What follows belongs to an exercise in optimizing a design on an open flow for small area, a short achievable clock period and few clock cycles per item; a production flow would make more cautious choices. In this exercise RTL edits were held to simulation tests only and were not proved equivalent to the original. Power and IR drop assume default switching activity.

<file path="design.v">
package rmft_pkg;
  localparam int RULE_DEPTH    = 16;
  localparam int PENDING_DEPTH = 16;
  localparam int QUERY_DEPTH   = 16;
  localparam int RIDX_W = $clog2(RULE_DEPTH);
  localparam int RCNT_W = $clog2(RULE_DEPTH + 1);
  localparam int PIDX_W = (PENDING_DEPTH > 1) ? $clog2(PENDING_DEPTH) : 1;
  localparam int PCNT_W = $clog2(PENDING_DEPTH + 1);
  localparam int QIDX_W = (QUERY_DEPTH > 1) ? $clog2(QUERY_DEPTH) : 1;
  localparam int QCNT_W = $clog2(QUERY_DEPTH + 1);
  localparam logic [9:0] MAX_IP = 10'd1000;
  localparam logic [1:0] RK_DROP    = 2'd0;
  localparam logic [1:0] RK_FORWARD = 2'd1;
  localparam logic [1:0] RK_SEND    = 2'd2;
  localparam logic [2:0] K_FWD     = 3'd0;
  localparam logic [2:0] K_DROP    = 3'd1;
  localparam logic [2:0] K_LEFT    = 3'd2;
  localparam logic [2:0] K_RIGHT   = 3'd3;
  localparam logic [2:0] K_QUERY   = 3'd4;
  localparam logic [2:0] K_SUPPR   = 3'd5;
  localparam logic [2:0] K_DONE    = 3'd6;
  localparam logic [2:0] K_OVF     = 3'd7;
  localparam logic [0:0] CFG_OWN_LOW  = 1'b0;
  localparam logic [0:0] CFG_OWN_HIGH = 1'b1;
  typedef struct packed {
    logic [9:0] sl;
    logic [9:0] sh;
    logic [9:0] dl;
    logic [9:0] dh;
    logic [1:0] kind;
    logic       port;
  } rule_t;
  typedef struct packed {
    logic [2:0]  kind;
    logic [9:0]  src;
    logic [9:0]  dst;
    logic [3:0]  idx;
    logic [15:0] hits;
    logic        last;
  } result_t;
  typedef struct packed {
    logic [0:0] action;
    logic [9:0] src_ip;
    logic [9:0] dst_ip;
    rule_t      rule;
  } item_t;
  typedef struct packed {
    logic             load_item;    
    logic             set_pkt;      
    logic             set_pend;     
    logic             rscan_start;  
    logic             rscan_step;
    logic             dscan_step;   
    logic             qscan_step;
    logic             pscan_step;
    logic             rd_pend;      
    logic             rd_hits;      
    logic             bump;         
    logic             append;       
    logic             record;       
    logic             keep;         
    logic             finish_pend;  
    logic             clr_scan;     
    logic             res_hit;
    logic [2:0]       res_kind_fixed;
    logic             res_fixed;
    logic             res_last;
    logic             res_zero_addr;
  } cmd_t;
  typedef struct packed {
    logic rule_hit;     
    logic rule_end;     
    logic dup_hit;
    logic dup_end;
    logic q_hit;
    logic q_end;        
    logic p_end;        
    logic rules_full;
    logic store_full;
    logic is_add;
  } stat_t;
endpackage
module rmft_ctrl (
  input  logic            clk,
  input  logic            rst_n,
  input  logic            in_fire,
  output logic            in_rdy,
  output logic            out_vld,
  input  logic            out_rdy,
  input  rmft_pkg::stat_t stat,
  output rmft_pkg::cmd_t  cmd
);
  localparam logic [3:0] S_IDLE  = 4'd0;
  localparam logic [3:0] S_START = 4'd1;
  localparam logic [3:0] S_RSCAN = 4'd2;   
  localparam logic [3:0] S_HREAD = 4'd3;   
  localparam logic [3:0] S_HIT   = 4'd4;
  localparam logic [3:0] S_QSCAN = 4'd5;
  localparam logic [3:0] S_DSCAN = 4'd6;
  localparam logic [3:0] S_PRD   = 4'd7;   
  localparam logic [3:0] S_PLOAD = 4'd8;
  localparam logic [3:0] S_OUT   = 4'd9;   
  localparam logic [3:0] S_DONE  = 4'd10;
  logic [3:0] state_r, state_nxt;
  logic       ovf_r, ovf_nxt;
  logic       fin_r, fin_nxt;  
  assign in_rdy  = state_r == S_IDLE;
  assign out_vld = state_r == S_OUT;
  always_comb begin
    state_nxt = state_r;
    ovf_nxt   = ovf_r;
    fin_nxt   = fin_r;
    cmd       = '0;
    case (state_r)
      S_IDLE: if (in_fire) begin
        cmd.load_item = 1'b1;
        state_nxt = S_START;
      end
      S_START: begin
        cmd.clr_scan = 1'b1;
        ovf_nxt = 1'b0;
        if (stat.is_add) state_nxt = S_DSCAN;
        else begin
          cmd.set_pkt = 1'b1;
          cmd.rscan_start = 1'b1;
          state_nxt = S_RSCAN;
        end
      end
      S_DSCAN: begin
        if (stat.dup_hit) begin
          cmd.pscan_step = 1'b0;
          state_nxt = S_PRD;
        end else if (stat.dup_end) begin
          if (stat.rules_full) ovf_nxt = 1'b1;
          else cmd.append = 1'b1;
          state_nxt = S_PRD;
        end else cmd.dscan_step = 1'b1;
      end
      S_PRD: begin
        if (stat.p_end) begin
          cmd.finish_pend = 1'b1;
          cmd.res_fixed = 1'b1;
          cmd.res_zero_addr = 1'b1;
          cmd.res_last = 1'b1;
          cmd.res_kind_fixed = ovf_r ? rmft_pkg::K_OVF : rmft_pkg::K_DONE;
          fin_nxt = 1'b1;
          state_nxt = S_OUT;
        end else begin
          cmd.rd_pend = 1'b1;
          state_nxt = S_PLOAD;
        end
      end
      S_PLOAD: begin
        cmd.set_pend = 1'b1;
        cmd.rscan_start = 1'b1;
        state_nxt = S_RSCAN;
      end
      S_RSCAN: begin
        if (stat.rule_hit) begin
          cmd.rd_hits = 1'b1;
          state_nxt = S_HREAD;
        end else if (stat.rule_end) begin
          if (stat.is_add) begin
            cmd.keep = 1'b1;
            cmd.pscan_step = 1'b1;
            state_nxt = S_PRD;
          end else state_nxt = S_QSCAN;
        end else cmd.rscan_step = 1'b1;
      end
      S_HREAD: state_nxt = S_HIT;
      S_HIT: begin
        cmd.bump = 1'b1;
        cmd.res_hit = 1'b1;
        cmd.res_last = !stat.is_add;
        fin_nxt = !stat.is_add;
        if (stat.is_add) cmd.pscan_step = 1'b1;
        state_nxt = S_OUT;
      end
      S_QSCAN: begin
        if (stat.q_hit) begin
          cmd.res_fixed = 1'b1;
          cmd.res_kind_fixed = rmft_pkg::K_SUPPR;
          cmd.res_last = 1'b1;
          fin_nxt = 1'b1;
          state_nxt = S_OUT;
        end else if (stat.q_end) begin
          cmd.res_fixed = 1'b1;
          cmd.res_last = 1'b1;
          fin_nxt = 1'b1;
          if (stat.store_full) cmd.res_kind_fixed = rmft_pkg::K_OVF;
          else begin
            cmd.res_kind_fixed = rmft_pkg::K_QUERY;
            cmd.record = 1'b1;
          end
          state_nxt = S_OUT;
        end else cmd.qscan_step = 1'b1;
      end
      S_OUT: if (out_rdy) state_nxt = fin_r ? S_IDLE : S_PRD;
      default: state_nxt = S_IDLE;
    endcase
  end
  always_ff @(posedge clk) begin
    if (!rst_n) begin
      state_r <= S_IDLE;
      ovf_r   <= 1'b0;
      fin_r   <= 1'b0;
    end else begin
      state_r <= state_nxt;
      ovf_r   <= ovf_nxt;
      fin_r   <= fin_nxt;
    end
  end
endmodule
module rmft_dp (
  input  logic                 clk,
  input  logic                 rst_n,
  input  rmft_pkg::item_t      item,
  input  logic                 cfg_we,
  input  logic                 cfg_idx,
  input  logic [9:0]           cfg_val,
  input  rmft_pkg::cmd_t       cmd,
  output rmft_pkg::stat_t      stat,
  output rmft_pkg::result_t    res
);
  logic [42:0]     rules [1:rmft_pkg::RULE_DEPTH-1];
  logic [15:0]     hits  [rmft_pkg::RULE_DEPTH];
  logic [19:0]     pend  [rmft_pkg::PENDING_DEPTH];
  logic [19:0]     qry   [rmft_pkg::QUERY_DEPTH];
  logic [9:0] own_lo_r, own_hi_r;
  rmft_pkg::item_t item_r;
  logic [rmft_pkg::RCNT_W-1:0] rused_r;
  logic [rmft_pkg::PCNT_W-1:0] pused_r, pidx_r, pwr_r;
  logic [rmft_pkg::QCNT_W-1:0] qused_r, qidx_r;
  logic [rmft_pkg::RIDX_W-1:0] ridx_r, didx_r, hidx_r;
  logic                        dup_r;
  logic [9:0]  psrc_r, pdst_r;
  logic [19:0] prd_r;
  logic [15:0] hrd_r;
  rmft_pkg::rule_t rcur, dcur;
  rmft_pkg::result_t res_r;
  logic [rmft_pkg::RIDX_W-1:0] rused_m1;
  assign rused_m1 = rmft_pkg::RIDX_W'(rused_r - 1'b1);
  always_comb begin
    rcur = (ridx_r == '0) ? {10'd0, rmft_pkg::MAX_IP, own_lo_r, own_hi_r,
                             rmft_pkg::RK_FORWARD, 1'b0} : rules[ridx_r];
    dcur = (didx_r == '0) ? {10'd0, rmft_pkg::MAX_IP, own_lo_r, own_hi_r,
                             rmft_pkg::RK_FORWARD, 1'b0} : rules[didx_r];
  end
  always_comb begin
    stat.rule_hit  = psrc_r >= rcur.sl && psrc_r <= rcur.sh &&
                     pdst_r >= rcur.dl && pdst_r <= rcur.dh;
    stat.rule_end  = ridx_r == '0;
    stat.dup_hit   = dcur.sl == item_r.rule.sl && dcur.sh == item_r.rule.sh &&
                     dcur.dl == item_r.rule.dl && dcur.dh == item_r.rule.dh &&
                     dcur.kind == item_r.rule.kind;
    stat.dup_end   = didx_r == rused_m1;
    stat.q_hit     = qidx_r < qused_r &&
                     qry[qidx_r[rmft_pkg::QIDX_W-1:0]] == {psrc_r, pdst_r};
    stat.q_end     = qidx_r >= qused_r;
    stat.p_end     = pidx_r >= pused_r;
    stat.rules_full = rused_r >= rmft_pkg::RCNT_W'(rmft_pkg::RULE_DEPTH);
    stat.store_full = qused_r >= rmft_pkg::QCNT_W'(rmft_pkg::QUERY_DEPTH) ||
                      pused_r >= rmft_pkg::PCNT_W'(rmft_pkg::PENDING_DEPTH);
    stat.is_add    = item_r.action[0];
  end
  always_ff @(posedge clk) begin
    if (cmd.rd_pend) prd_r <= pend[pidx_r[rmft_pkg::PIDX_W-1:0]];
    if (cmd.rd_hits) hrd_r <= hits[ridx_r];
    if (cmd.keep)    pend[pwr_r[rmft_pkg::PIDX_W-1:0]] <= {psrc_r, pdst_r};
    if (cmd.record) begin
      pend[pused_r[rmft_pkg::PIDX_W-1:0]] <= {psrc_r, pdst_r};
      qry[qused_r[rmft_pkg::QIDX_W-1:0]]  <= {psrc_r, pdst_r};
    end
    if (cmd.append) rules[rused_r[rmft_pkg::RIDX_W-1:0]] <= item_r.rule;
    if (cmd.load_item) item_r <= item;
    if (cmd.set_pkt) begin
      psrc_r <= item_r.src_ip;
      pdst_r <= item_r.dst_ip;
    end else if (cmd.set_pend) begin
      psrc_r <= prd_r[19:10];
      pdst_r <= prd_r[9:0];
    end
  end
  always_ff @(posedge clk) begin
    if (!rst_n) begin
      own_lo_r <= 10'd0;
      own_hi_r <= rmft_pkg::MAX_IP;
      rused_r  <= rmft_pkg::RCNT_W'(1);
      pused_r  <= '0;
      qused_r  <= '0;
      pidx_r   <= '0;
      pwr_r    <= '0;
      qidx_r   <= '0;
      ridx_r   <= '0;
      didx_r   <= '0;
      hidx_r   <= '0;
      for (int i = 0; i < rmft_pkg::RULE_DEPTH; i++) hits[i] <= 16'd0;
    end else begin
      if (cfg_we) begin
        if (cfg_idx == rmft_pkg::CFG_OWN_LOW) own_lo_r <= cfg_val;
        else own_hi_r <= cfg_val;
      end
      if (cmd.clr_scan) begin
        qidx_r <= '0;
        didx_r <= '0;
        pidx_r <= '0;
        pwr_r  <= '0;
      end
      if (cmd.rscan_start) ridx_r <= rused_m1;
      else if (cmd.rscan_step) ridx_r <= ridx_r - 1'b1;
      if (cmd.dscan_step) didx_r <= didx_r + 1'b1;
      if (cmd.qscan_step) qidx_r <= qidx_r + 1'b1;
      if (cmd.pscan_step) pidx_r <= pidx_r + 1'b1;
      if (cmd.keep) pwr_r <= pwr_r + 1'b1;
      if (cmd.finish_pend) pused_r <= pwr_r;
      if (cmd.record) begin
        pused_r <= pused_r + 1'b1;
        qused_r <= qused_r + 1'b1;
      end
      if (cmd.append) begin
        rused_r <= rused_r + 1'b1;
        hits[rused_r[rmft_pkg::RIDX_W-1:0]] <= 16'd0;
      end
      if (cmd.bump && hrd_r != 16'hFFFF) hits[ridx_r] <= hrd_r + 16'd1;
      if (cmd.rd_hits) hidx_r <= ridx_r;
    end
  end
  always_ff @(posedge clk) begin
    if (cmd.res_hit) begin
      res_r.kind <= (rcur.kind == rmft_pkg::RK_FORWARD) ? rmft_pkg::K_FWD :
                    (rcur.kind == rmft_pkg::RK_SEND) ?
                    (rcur.port ? rmft_pkg::K_RIGHT : rmft_pkg::K_LEFT) :
                    rmft_pkg::K_DROP;
      res_r.src  <= psrc_r;
      res_r.dst  <= pdst_r;
      res_r.idx  <= 4'(hidx_r);
      res_r.hits <= (hrd_r == 16'hFFFF) ? hrd_r : hrd_r + 16'd1;
      res_r.last <= cmd.res_last;
    end else if (cmd.res_fixed) begin
      res_r.kind <= cmd.res_kind_fixed;
      res_r.src  <= cmd.res_zero_addr ? 10'd0 : psrc_r;
      res_r.dst  <= cmd.res_zero_addr ? 10'd0 : pdst_r;
      res_r.idx  <= 4'd0;
      res_r.hits <= 16'd0;
      res_r.last <= cmd.res_last;
    end
  end
  assign res = res_r;
endmodule
module range_match_flow_table (
  input  logic        clk,
  input  logic        rst_n,
  input  logic        in_valid,
  output logic        in_ready,
  input  logic [63:0] in_data,
  output logic        out_valid,
  input  logic        out_ready,
  output logic [43:0] out_data,
  input  logic        cfg_valid,
  output logic        cfg_ready,
  input  logic [10:0] cfg_data
);
  rmft_pkg::item_t   item;
  rmft_pkg::cmd_t    cmd;
  rmft_pkg::stat_t   stat;
  rmft_pkg::result_t res;
  logic in_rdy, in_fire;
  assign item = in_data;
  assign in_ready = in_rdy;
  assign in_fire = in_valid && in_rdy;
  assign cfg_ready = 1'b1;
  assign out_data = res;
  rmft_ctrl u_ctrl (
    .clk, .rst_n, .in_fire, .in_rdy,
    .out_vld(out_valid), .out_rdy(out_ready), .stat, .cmd
  );
  rmft_dp u_dp (
    .clk, .rst_n, .item,
    .cfg_we(cfg_valid),
    .cfg_idx(cfg_data[10]),
    .cfg_val(cfg_data[9:0]),
    .cmd, .stat, .res
  );
endmodule
</file>
<file path="run.sh">
#!/bin/bash
# synth_recipe.tcl (not shown) runs the flow's synth.tcl, then flattens the netlist and writes it again
# the make line also repeats each setting of config.mk as NAME=value (left out here)
make -C /OpenROAD-flow-scripts/flow DESIGN_CONFIG=/design/flow/config.mk WORK_HOME=/design/flow/orfs CLKGATE_MAP_FILE= SYNTH_SCRIPT=/design/flow/synth_recipe.tcl finish
</file>
<file path="config.mk">
export PLATFORM = sky130hd
export DESIGN_NAME = range_match_flow_table
export DESIGN_NICKNAME = range_match_flow_table
export VERILOG_FILES = /design/flow/design.v
export SDC_FILE = /design/flow/constraint.sdc
export NUM_CORES = 4
export LEC_CHECK = 0
export CAP_MARGIN = 20
export CORE_MARGIN = 2
export CORE_UTILIZATION = 40
export PLACE_DENSITY = 0.6
export SLEW_MARGIN = 20
</file>
<file path="constraint.sdc">
create_clock -name core_clock -period 9.0 [get_ports {clk}]
set_input_delay 1.8000 -clock core_clock [delete_from_list [all_inputs] [get_ports {clk}]]
set_output_delay 1.8000 -clock core_clock [all_outputs]
set_load 0.01 [all_outputs]
</file>
==> summary.txt <==
## flip-flops by register name (all words and copies together) (netlist names), 16 cells and up, named ones only
register / cells
u_dp.hits: 256
u_dp.hrd_r: 16
u_dp.item_r: 64
u_dp.pend: 320
u_dp.prd_r: 20
u_dp.qry: 320
u_dp.res_r: 44
u_dp.rules: 645
## worst register-to-register path, cell delays in order, from the launching register on
cell and delay [ns]:
dfxtp_4 0.75, clkinv_1 0.71, nor3_2 0.94, a22o_1 0.25
o31ai_1 0.07, a222oi_1 0.85, nand4_1 0.17, or4_1 0.79
o21ai_4 0.59, nor3b_4 0.97, a21oi_1 0.37, buf_4 0.30
## layer usage
layer | up-vias | wire length, um | global-route usage, % | share of wire, %
met5 | - | 12 | 0 | 0.0058
met4 | 2 | 6460 | 6.851 | 3.1
met3 | 330 | 13770 | 3.185 | 6.7
met2 | 1656 | 99850 | 34.10 | 48
met1 | 22163 | 86420 | 29.18 | 42
li1 | 17773 | - | - | -
## cell families after synthesis
kind of cell	synth area share (%)
AO/OA/AOI/OAI	3.465
multiplexers	18.81
buffers and inverters	1.784
AND/OR/NAND/NOR	5.143
XOR/XNOR	0.9693
flip-flops	68.75
other	0.004882
adder cells (fa/ha/maj)	1.075
## report_power, final
part	switching (mW)	internal (mW)
registers	0.574	9.98
logic	2.62	1.87
clock network	3.32	4.44
total	6.51	16.3
## cells in the final DEF, fill, tap and decap left out, drive strengths merged, types with 46 or more instances in the layout
| master | count |
|---|---|
| clkinv | 68 |
| dfxtp | 80 |
| o21ai | 51 |
| a21oi | 150 |
| clkbuf | 242 |
| mux4 | 522 |
| nor2 | 459 |
| xnor2 | 53 |
| ha | 66 |
| edfxtp | 1705 |
| mux2i | 232 |
| inv | 46 |
| clkdlybuf4s50 | 124 |
| nand2 | 161 |
| buf | 125 |
## final timing paths
path	endpoint	depth (start not counted)	slack [ns]
max	u_dp.hits[9][15]	11	2.00
min	u_dp.own_hi_r[2]	2	0.49
max reg2reg	u_dp.hits[9][15]	11	2.00
min reg2reg	u_dp.own_hi_r[2]	2	0.49
## per-stage QoR
| step | total power, mW | hold WS [ns] | instances | worst slack, ns |
|---|---|---|---|---|
| floorplan | 13.37 | 0.4483 | 4335 | 1.477 |
| finish | 22.81 | 0.4887 | 7157 | 1.997 |
| global placement | 15.19 | 0.4626 | 6817 | 2.114 |
| detailed placement | 15.26 | 0.4699 | 6820 | 2.020 |
| CTS | 23.00 | 0.4874 | 7156 | 1.989 |
| global route | 23.66 | 0.4932 | 7157 | 1.660 |
## synth_stat cells, drive strengths merged (5+ instances only)
| library cell | number | share of area (%) |
|---|---|---|
| and2 | 13 | 0.11 |
| o31ai | 6 | 0.059 |
| and3 | 18 | 0.15 |
| edfxtp | 1705 | 67 |
| mux2i | 232 | 3.0 |
| nor2 | 459 | 2.2 |
| buf | 124 | 0.85 |
| dfxtp | 80 | 2.1 |
| mux4 | 522 | 15 |
| a21oi | 150 | 0.98 |
| a31oi | 15 | 0.12 |
| nor4b | 5 | 0.057 |
| nand3b | 7 | 0.068 |
| nor3 | 42 | 0.27 |
| o211a | 5 | 0.065 |
| nor4 | 13 | 0.11 |
| xor2 | 32 | 0.36 |
| nor2b | 35 | 0.29 |
| o211ai | 14 | 0.14 |
| a21o | 9 | 0.088 |
| nand2b | 30 | 0.24 |
| a221oi | 10 | 0.11 |
| mux2 | 33 | 0.48 |
| nand4 | 15 | 0.12 |
| o21ai | 51 | 0.35 |
| a211oi | 41 | 0.40 |
| a22oi | 17 | 0.17 |
| inv | 39 | 0.19 |
| a32oi | 9 | 0.10 |
| ha | 66 | 1.1 |
| o21a | 13 | 0.13 |
| nand3 | 42 | 0.28 |
| or3b | 5 | 0.057 |
| or3 | 12 | 0.098 |
| nor3b | 6 | 0.073 |
| clkbuf | 151 | 0.74 |
| a22o | 17 | 0.19 |
| o22ai | 27 | 0.22 |
| xnor2 | 53 | 0.60 |
| nand2 | 161 | 0.79 |
| or4 | 10 | 0.098 |
## final cells by class
type / instances / area, um2 / area share, %
tap: 2511 / 3142 / 3.589
timing repair buffer: 249 / 2248 / 2.569
inverter: 41 / 153.9 / 0.1758
clock buffer: 242 / 4967 / 5.675
antenna: 1 / 2.502 / 0.002859
sequential: 1785 / 52850 / 60.38
multi-input combinational: 2234 / 22980 / 26.25
clock inverter: 94 / 1185 / 1.354
==> metrics.cfg <==
[logic_synthesis]
syn-num-nets = 4481
yosysWarnings = 2
syn_avg_cell_area_um2 = 17.72
ys_types = 73
synthCells = 4335
synth_flop_cell = edfxtp_1
ys_seq_elements = 1785
synth_area_um2 = 76810
synth_edf_count = 1705
synth_async_sr_flop_share_pct = 0
yosysSeqAreaShare_pct = 68.75

[critical_path]
crit_fanout = 42
crit_required_ns = 9.59
critPathBufInv = 2
crit_path_max_incr_delay_ns = 0.97
critPathKind = register to register
start_kind = register
arrival_ns = 7.59
crit_slowest_cell = nor3b_4
crit_family = simple AND/OR/NAND/NOR gates
crit_chain = clkinv_1 > nor3_2 > a22o_1 > o31ai_1 > a222oi_1 > nand4_1 > or4_1 > o21ai_4 > nor3b_4 > a21oi_1 > buf_4
end_kind = register

[placement]
place.gp.congestion = 0.8470
portBuffers = 125
hpwl_um = 125400
place_area_um2 = 81370

[final_layout]
synthToLayoutAreaGrowth_pct = 13.97
utilization_pct = 45.98
num-nets-final = 4644
design_area_um2 = 87530
final_layout_size_suffix_gt1_share_pct = 22.11
fill_cells = 15976

[global_route]
grt_pass1_wl_um = 300600
grt_pass1_vias = 42457
grt_usage_pct = 21.02
overflow = 0
antenna_found_initial = 5
grt_max_degree = 105

[cts]
cts-root-buf = clkbuf_16
cts_setup_buffers = 0
clockBufferDepth = 3
clk_pin_slew_ns = 0.06
cts_tree = yes
cts-hold-fix-buffers = 0
htree_levels = 4
numCtsBuffers = 187
clock_latency_ns = 0.85
numClockSinks = 1785
cts_resized = 0

[die]
start_util_pct = 40.34
core_um2 = 190400
boundaryPins = 127
die_area_um2 = 195500
die-height_um = 442.2
num_rows = 160
chipWidth_um = 442.2

[route]
totalWireLength_um = 206500
post-route-drc-count = 0
first_pass_iters = 5
vias = 41924
drt-initial-drc-count = 4668
via_per_inst = 5.858
wire_per_inst_um = 28.85
ant_nets = 0

[timing]
slew_violations = 0
timing.final.crit_share_pct = 77.82
slew_headroom_pct = 21.26
hold_viol = 0
rsz0062_at_grt = false
period_needed_ns = 7.003
tightestPinTransition_ns = 1.181
max_freq_mhz = 142.8
tns_ns = 0
fin_worst_skew_ns = 0.04513
final-setup-viol-count = 0

[power]
power_density_nw_per_um2 = 260.5
irDropWorstVdd_mv = 0.2526
p_leak_nw = 26.56

[run_status]
status = timing/DRC/antenna clean

[min_path]
min-delay-start = u_dp.own_hi_r[2]
hp-class = register to register

[job]
drv_cap = 0

Testbench counts, summed over its fixed seeds: cycles 176,700, items 4,096.

-- what the ideal ports hide --
In the flow no input, the clock included, has a driving cell. The finished layout below was timed again as built, in two steps. Step 1 assumes that a clkbuf_16 drives the clock port and a buf_2 every other input. Step 2 also shifts input and output timing later by t, the mid clock arrival at the registers, as if the neighbouring blocks saw the same clock. Three values: ideal, step 1, step 2; two values: the first two.
t, ns: 0.913
setup WS [ns]: 1.997 / 1.997 / 1.997
worst slew at a driven data input, ns: 0.07
cell pins on the clock port's net: 1
After both steps this run still meets setup and hold. The setup slack of this run moves by 0.000 ns with the drivers and by 0.000 ns with both steps.
